Background: an optimization exercise with open tools, aiming at small area, a short achievable clock period and few clock cycles per item. Do not read the settings as production practice.
Function was checked by simulation only, so behaviour that the tests miss may differ from the original.

`design/flow/config.mk`:
```
export PLATFORM = sky130hd
export DESIGN_NAME = ascon_inv_permutation
export DESIGN_NICKNAME = ascon_inv_permutation
export VERILOG_FILES = /design/flow/design.v
export SDC_FILE = /design/flow/constraint.sdc
export NUM_CORES = 4
export LEC_CHECK = 0
export CAP_MARGIN = 20
export CORE_MARGIN = 2
export CORE_UTILIZATION = 40
export SLEW_MARGIN = 20
```
`design/flow/design.v`:
```
package ascon_pkg;
  localparam int unsigned STATE_W   = 320;
  localparam int unsigned WORD_W    = 64;
  localparam int unsigned N_WORDS   = 5;
  localparam int unsigned IDX_W     = 4;
  localparam int unsigned N_RC      = 12;
  localparam int unsigned LIN_STEPS = 6;
  typedef enum logic [IDX_W-1:0] {
    R6  = 4'd6,
    R8  = 4'd8,
    R12 = 4'd12
  } rounds_e;
  function automatic logic [7:0] rc_tab(input logic [IDX_W-1:0] idx);
    case (idx)
      4'd0:    rc_tab = 8'hf0;
      4'd1:    rc_tab = 8'he1;
      4'd2:    rc_tab = 8'hd2;
      4'd3:    rc_tab = 8'hc3;
      4'd4:    rc_tab = 8'hb4;
      4'd5:    rc_tab = 8'ha5;
      4'd6:    rc_tab = 8'h96;
      4'd7:    rc_tab = 8'h87;
      4'd8:    rc_tab = 8'h78;
      4'd9:    rc_tab = 8'h69;
      4'd10:   rc_tab = 8'h5a;
      4'd11:   rc_tab = 8'h4b;
      default: rc_tab = 8'h00;
    endcase
  endfunction
  function automatic logic [4:0] inv_sbox(input logic [4:0] v);
    case (v)
      5'd0:  inv_sbox = 5'h14; 5'd1:  inv_sbox = 5'h1a; 5'd2:  inv_sbox = 5'h07; 5'd3:  inv_sbox = 5'h0d;
      5'd4:  inv_sbox = 5'h00; 5'd5:  inv_sbox = 5'h09; 5'd6:  inv_sbox = 5'h0e; 5'd7:  inv_sbox = 5'h12;
      5'd8:  inv_sbox = 5'h0a; 5'd9:  inv_sbox = 5'h06; 5'd10: inv_sbox = 5'h1d; 5'd11: inv_sbox = 5'h01;
      5'd12: inv_sbox = 5'h19; 5'd13: inv_sbox = 5'h15; 5'd14: inv_sbox = 5'h13; 5'd15: inv_sbox = 5'h1e;
      5'd16: inv_sbox = 5'h18; 5'd17: inv_sbox = 5'h16; 5'd18: inv_sbox = 5'h0b; 5'd19: inv_sbox = 5'h11;
      5'd20: inv_sbox = 5'h03; 5'd21: inv_sbox = 5'h05; 5'd22: inv_sbox = 5'h1c; 5'd23: inv_sbox = 5'h1f;
      5'd24: inv_sbox = 5'h17; 5'd25: inv_sbox = 5'h1b; 5'd26: inv_sbox = 5'h04; 5'd27: inv_sbox = 5'h08;
      5'd28: inv_sbox = 5'h0f; 5'd29: inv_sbox = 5'h0c; 5'd30: inv_sbox = 5'h10; default: inv_sbox = 5'h02;
    endcase
  endfunction
  function automatic int unsigned rot_r1(input int unsigned i);
    case (i)
      0: rot_r1 = 19; 1: rot_r1 = 61; 2: rot_r1 = 1; 3: rot_r1 = 10; default: rot_r1 = 7;
    endcase
  endfunction
  function automatic int unsigned rot_r2(input int unsigned i);
    case (i)
      0: rot_r2 = 28; 1: rot_r2 = 39; 2: rot_r2 = 6; 3: rot_r2 = 17; default: rot_r2 = 41;
    endcase
  endfunction
  function automatic logic [7:0] rc_of(input logic [IDX_W-1:0] idx);
    rc_of = rc_tab(idx);
  endfunction
  function automatic logic [WORD_W-1:0] ror(input logic [WORD_W-1:0] w, input int unsigned s);
    ror = WORD_W'({w, w} >> s);
  endfunction
  function automatic logic [WORD_W-1:0] inv_linear(input logic [WORD_W-1:0] w,
                                                   input int unsigned r1,
                                                   input int unsigned r2);
    logic [WORD_W-1:0] acc;
    acc = w;
    for (int unsigned k = 0; k < LIN_STEPS; k++) begin
      acc = acc ^ ror(acc, (r1 << k) % WORD_W) ^ ror(acc, (r2 << k) % WORD_W);
    end
    inv_linear = acc;
  endfunction
endpackage
module ascon_inv_round
(
  input  logic [ascon_pkg::STATE_W-1:0] i_state,
  input  logic [ascon_pkg::IDX_W-1:0]   i_idx,
  output logic [ascon_pkg::STATE_W-1:0] o_state
);
  logic [ascon_pkg::N_WORDS-1:0][ascon_pkg::WORD_W-1:0] w_lin;
  logic [ascon_pkg::N_WORDS-1:0][ascon_pkg::WORD_W-1:0] w_sub;
  for (genvar i = 0; i < ascon_pkg::N_WORDS; i++) begin : g_lin
    assign w_lin[i] = ascon_pkg::inv_linear(i_state[ascon_pkg::STATE_W-1-ascon_pkg::WORD_W*i -: ascon_pkg::WORD_W], ascon_pkg::rot_r1(i), ascon_pkg::rot_r2(i));
  end
  for (genvar b = 0; b < ascon_pkg::WORD_W; b++) begin : g_slice
    logic [4:0] w_in;
    logic [4:0] w_out;
    assign w_in       = {w_lin[0][b], w_lin[1][b], w_lin[2][b], w_lin[3][b], w_lin[4][b]};
    assign w_out      = ascon_pkg::inv_sbox(w_in);
    assign w_sub[0][b] = w_out[4];
    assign w_sub[1][b] = w_out[3];
    assign w_sub[2][b] = w_out[2];
    assign w_sub[3][b] = w_out[1];
    assign w_sub[4][b] = w_out[0];
  end
  assign o_state = {w_sub[0], w_sub[1], w_sub[2] ^ ascon_pkg::WORD_W'(ascon_pkg::rc_of(i_idx)), w_sub[3], w_sub[4]};
endmodule
module ascon_inv_permutation
#(
  parameter int unsigned UNROLL = 1
) (
  input  logic               clk,
  input  logic               rst,
  input  logic               in_valid,
  output logic               in_ready,
  input  logic [ascon_pkg::STATE_W-1:0] in_state,
  input  logic [ascon_pkg::IDX_W-1:0]   in_rounds,
  output logic               out_valid,
  input  logic               out_ready,
  output logic [ascon_pkg::STATE_W-1:0] out_state,
  output logic               busy
);
  typedef enum logic [1:0] {S_IDLE, S_RUN, S_DONE} state_e;
  localparam logic [ascon_pkg::IDX_W-1:0] IDX_FIRST = ascon_pkg::IDX_W'(ascon_pkg::N_RC - 1);
  localparam logic [ascon_pkg::IDX_W-1:0] STEP      = ascon_pkg::IDX_W'(UNROLL);
  localparam logic [ascon_pkg::IDX_W-1:0] LAST_OFS  = ascon_pkg::IDX_W'(UNROLL - 1);
  if (UNROLL != 1 && UNROLL != 2) begin : g_bad_unroll
    $error("ascon_inv_permutation: UNROLL must be 1 or 2");
  end
  state_e             r_state, w_state_nxt;
  logic [ascon_pkg::STATE_W-1:0] r_data, w_data_nxt;
  logic [ascon_pkg::IDX_W-1:0]   r_idx, w_idx_nxt;
  logic [ascon_pkg::IDX_W-1:0]   r_stop, w_stop_nxt;
  logic [ascon_pkg::IDX_W-1:0]   w_stop_dec;
  logic               r_in_ready, r_out_valid, r_busy;
  logic               w_in_ready_nxt, w_out_valid_nxt, w_busy_nxt;
  logic [ascon_pkg::STATE_W-1:0] w_chain [UNROLL+1];
  assign w_chain[0] = r_data;
  for (genvar u = 0; u < UNROLL; u++) begin : g_round
    ascon_inv_round u_round (
      .i_state (w_chain[u]),
      .i_idx   (r_idx - ascon_pkg::IDX_W'(u)),
      .o_state (w_chain[u+1])
    );
  end
  always_comb begin
    w_stop_dec = '0;
    case (in_rounds)
      ascon_pkg::R6:      w_stop_dec = ascon_pkg::IDX_W'(ascon_pkg::N_RC - 6);
      ascon_pkg::R8:      w_stop_dec = ascon_pkg::IDX_W'(ascon_pkg::N_RC - 8);
      ascon_pkg::R12:     w_stop_dec = '0;
      default: begin
        w_stop_dec = '0;
      end
    endcase
  end
  always_comb begin
    w_state_nxt = r_state;
    w_data_nxt  = r_data;
    w_idx_nxt   = r_idx;
    w_stop_nxt  = r_stop;
    case (r_state)
      S_IDLE: begin
        if (in_valid) begin
          w_data_nxt  = in_state;
          w_idx_nxt   = IDX_FIRST;
          w_stop_nxt  = w_stop_dec;
          w_state_nxt = S_RUN;
        end
      end
      S_RUN: begin
        w_data_nxt = w_chain[UNROLL];
        w_idx_nxt  = r_idx - STEP;
        if (r_idx - LAST_OFS == r_stop) w_state_nxt = S_DONE;
      end
      S_DONE: begin
        if (out_ready) begin
          w_state_nxt = S_IDLE;
        end
      end
      default: w_state_nxt = S_IDLE;
    endcase
    w_in_ready_nxt  = (w_state_nxt == S_IDLE);
    w_out_valid_nxt = (w_state_nxt == S_DONE);
    w_busy_nxt      = (w_state_nxt != S_IDLE);
  end
  always_ff @(posedge clk or posedge rst) begin
    if (rst) begin
      r_state     <= S_IDLE;
      r_data      <= '0;
      r_idx       <= '0;
      r_stop      <= '0;
      r_in_ready  <= 1'b1;
      r_out_valid <= 1'b0;
      r_busy      <= 1'b0;
    end else begin
      r_state     <= w_state_nxt;
      r_data      <= w_data_nxt;
      r_idx       <= w_idx_nxt;
      r_stop      <= w_stop_nxt;
      r_in_ready  <= w_in_ready_nxt;
      r_out_valid <= w_out_valid_nxt;
      r_busy      <= w_busy_nxt;
    end
  end
  assign in_ready  = r_in_ready;
  assign out_valid = r_out_valid;
  assign busy      = r_busy;
  assign out_state = r_data;
endmodule
```
`design/flow/constraint.sdc`:
```
create_clock -name core_clock -period 7.0 [get_ports {clk}]
set_input_delay 1.4000 -clock core_clock [delete_from_list [all_inputs] [get_ports {clk}]]
set_output_delay 1.4000 -clock core_clock [all_outputs]
set_load 0.01 [all_outputs]
```
`design/flow/run.sh`:
```
#!/bin/bash
# synth_recipe.tcl (not shown) runs the flow's synth.tcl, then flattens the netlist and writes it again
# the make line also repeats each setting of config.mk as NAME=value (left out here)
make -C /OpenROAD-flow-scripts/flow DESIGN_CONFIG=/design/flow/config.mk WORK_HOME=/design/flow/orfs CLKGATE_MAP_FILE= SYNTH_SCRIPT=/design/flow/synth_recipe.tcl finish
```
==> impl_metrics.yaml <==
floorplanning:
  ios: 651
  num_rows: 150
  fp.dieH_um: 414
  start_util_pct: 40.2
  die_w_um: 414
  core_area_um2: 167000
  fp.dieArea_um2: 171000
timing:
  skew_ps: 51.1
  min_period_over_period_pct: 87.2
  tns_ps: 0
  setup_viol: 0
  grt_setup_unrepaired: "no"
  min_period_ps: 6100
  hold_viol: 0
  tightest_slew_ps: 1350
  clock.fmax_mhz: 164
  relSlewSlack_pct: 9.72
  maxSlewViolCount: 0
global_routing:
  grt_overflow: 0
  grt_max_degree: 119
  grt_usage_pct: 41.2
  grt_pass1_vias: 55000
  antenna_found_initial: 45
  grt_pass1_wl_mm: 480
worst_hold_path:
  hold_class: "reg -> reg"
yosys:
  synth_nets: 7833
  synth_xor_area_share_pct: 46.1
  synth_area_um2: 67200
  synth_cell_types: 87
  synth_adder_area_share_pct: 8.23
  synthSimpleGateAreaFrac_pct: 8.89
  yosys_most_used_dff: "dfrtp_1"
  yosys_warnings: 4
  postSynthCellCount: 7063
  synth_top_family_by_area: "XOR/XNOR gates"
  avgSynthCellArea_um2: 9.51
  yosys-mux-area-fraction_pct: 7.47
  synth_compound_area_share_pct: 13.1
  synth-edff-count: 0
  seq_area_frac_synth_pct: 12.3
  postSynth.asyncResetShare_pct: 100
  ys_seq_elements: 331
cts:
  clock_path_buffers: 3
  path_clk_slew_ps: 70
  cts_hold_buffers: 0
  cts_buffers: 51
  cts_root_buffer: "clkbuf_16"
  cts.sinks: 331
  htreeDepth: 2
  post_cts_buffers: 0
  cts_tree: "yes"
  insertion_delay_ps: 710
  cts_resized: 0
job:
  max-cap-violations: 0
detailed_routing:
  drc_errors: 0
  vias: 60000
  viasPerCell: 6.00
  wl_per_cell_um: 36.3
  wl_mm: 363
  drtAntennaViolNets: 0
  dr.pass1.iters: 6
  drt-initial-drc-count: 7755
place:
  gp_congestion: 1.06
  hpwl_mm: 303
  io_buffers: 650
cells_and_area:
  nets: 8501
  areaGrowthSynthToFinish_pct: 18.8
  fin_util_pct: 47.8
  drive_gt1_share_pct: 8.80
  regArea_um2: 8280
  fillers: 15900
  multi_input_area_um2: 56700
worst_setup_path:
  worst_path_largest_cell_delay_ps: 760
  rrSetupSlack_ps: 900
  slowest_stage: "dfrtp_1"
  ff2ff_path_depth: 12
  worstSetupStartpoint: "r_data[23]$_DFFE_PP0P_"
  worstPathArrival_ps: 6650
  reg2reg_to: "r_data[170]$_DFFE_PP0P_"
  crit_chain: "xor3_1, xor3_1, xor2_2, xor2_1, xnor3_1, xor2_2, xnor2_1, inv_1, ha_1, mux4_2, mux2i_2, a21oi_1"
  end_kind: "register"
  worstPathMaxFanout: 10
  crit_required_ps: 7550
  r2r_start: "r_data[23]$_DFFE_PP0P_"
  start_kind: "register"
  crit_type: "reg -> reg"
  endpoint: "r_data[170]$_DFFE_PP0P_"
status:
  status: "timing/DRC/antenna clean"
-- final cells by class --
class / instances / share of cell area, %
inverters: 289 / 1.36
clock buffers: 64 / 1.79
repair buffers: 992 / 11.5
flip-flops and latches: 331 / 10.4
clock inverters: 28 / 0.461
well taps: 2204 / 3.45
multi-input cells: 6066 / 71.0
diodes: 22 / 0.0690
-- cells by family after synthesis --
kind of cell | count (synthesis)
AOI/OAI and AO/OA | 1429
adders and majority gates | 442
muxes | 409
DFF | 331
buffers and inverters | 666
and+or+nand+nor | 1392
xor gates and xnor gates | 2394
-- synthesized netlist by cell type (all sizes together) (17+ instances only) --
master | instances | area (um^2)
xnor2 | 1223 | 11000
nand2 | 675 | 2530
xnor3 | 536 | 12100
xor2 | 483 | 4320
o21ai | 453 | 2270
ha | 442 | 5530
nor2 | 390 | 1460
a21oi | 349 | 1750
dfrtp | 330 | 8260
mux2i | 307 | 3070
clkbuf | 300 | 1130
inv | 285 | 1070
xor3 | 152 | 3620
a31oi | 99 | 619
a211oi | 98 | 736
a22oi | 87 | 653
buf | 77 | 373
mux4 | 70 | 1580
o211ai | 64 | 480
nor3 | 60 | 300
nand2b | 44 | 275
nor2b | 42 | 270
and3 | 37 | 231
nand3 | 37 | 185
mux2 | 32 | 364
o22ai | 32 | 200
a21o | 28 | 210
or2 | 28 | 175
or3 | 23 | 144
and2 | 21 | 131
a211o | 20 | 175
o21a | 20 | 150
o31ai | 20 | 150
nor3b | 18 | 135
o311ai | 18 | 158
a311oi | 17 | 149
-- flip-flops by register name, summed over array words and instances (netlist names) --
| name | flops |
|---|---|
| r_out_valid | 1 |
| r_busy | 1 |
| r_data | 320 |
| r_in_ready | 1 |
| r_stop | 2 |
| r_state | 2 |
| r_idx | 4 |
-- metrics by stage --
stage                     hold WS [ps]  instance area [um^2]  cells  worst slack, ps
after floorplan                    468                 67200   7063             1180
after global placement             492                 77900   9880              439
after detailed placement           499                 77900   9882              737
after CTS                          511                 79700   9974              711
after global routing               556                 79800   9977              743
final                              507                 79800   9996              899
-- critical path: cells and delay by family (launching register included) --
kind / cells / cell delay (ps)
xor+xnor: 7 / 3280
compound gates: 1 / 160
mux: 2 / 1190
fa+ha+maj: 1 / 310
flops: 1 / 760
buf+inv: 1 / 230
-- worst min path at each step --
stage	startpoint	endpoint	slack, ps	cells after the start
3_3_place_gp	r_stop[1]$_DFFE_PP0P_	r_stop[1]$_DFFE_PP0P_	490	2
4_1_cts	r_stop[1]$_DFFE_PP0P_	r_stop[1]$_DFFE_PP0P_	510	2
5_1_grt	r_stop[1]$_DFFE_PP0P_	r_stop[1]$_DFFE_PP0P_	560	2
2_1_floorplan	r_stop[2]$_DFFE_PP0P_	r_stop[2]$_DFFE_PP0P_	470	2
6_report	r_stop[1]$_DFFE_PP0P_	r_stop[1]$_DFFE_PP0P_	510	2
3_5_place_dp	r_stop[1]$_DFFE_PP0P_	r_stop[1]$_DFFE_PP0P_	500	2
-- per-layer routing --
| metal | part of all wire [%] | GRT usage [%] |
|---|---|---|
| met3 | 10 | 9.72 |
| met2 | 41 | 58.9 |
| met1 | 39 | 53.4 |
| met4 | 9.4 | 31.7 |
| met5 | 0.036 | 0 |
-- cells in the final DEF (no fill, tap or decap), types with 91 or more instances in the layout --
cell,synthesis,final
a31oi_1,99,99
xnor2_1,1193,1166
nand2_1,675,671
buf_4,2,336
dfrtp_1,330,330
mux2i_1,307,305
nor2_1,390,387
xor3_1,146,146
xor2_1,474,466
inv_1,279,278
clkdlybuf4s50_1,0,650
o21ai_0,448,439
ha_1,442,442
a21oi_1,349,347
xnor3_1,526,526
a211oi_1,98,91
Testbench counts, summed over its fixed seeds: cycles 10,956, items 960.

## port drivers added, routing unchanged
Ports are ideal in the flow. The routed layout listed here was re-timed in OpenROAD.
Step 1 assumes that a clkbuf_16 drives the clock port and a buf_2 every other input.
Step 2 moves the port delays by t, midway between the first and last clock arrival at a register: inputs arrive t later, outputs are due t later. That takes back most of the time a late clock gives input paths.
Three values: ideal, step 1, step 2; two values: the first two.
t, ns: 0.770
slack for setup (ns): 0.899 / 0.899 / 0.899
latest minus earliest clock arrival (ns): 0.051 / 0.051
cell pins on the clock port's net: 1
After both steps this run still meets setup and hold. For this run, drivers alone change the setup slack by 0.000 ns; drivers and shift together by 0.000 ns.
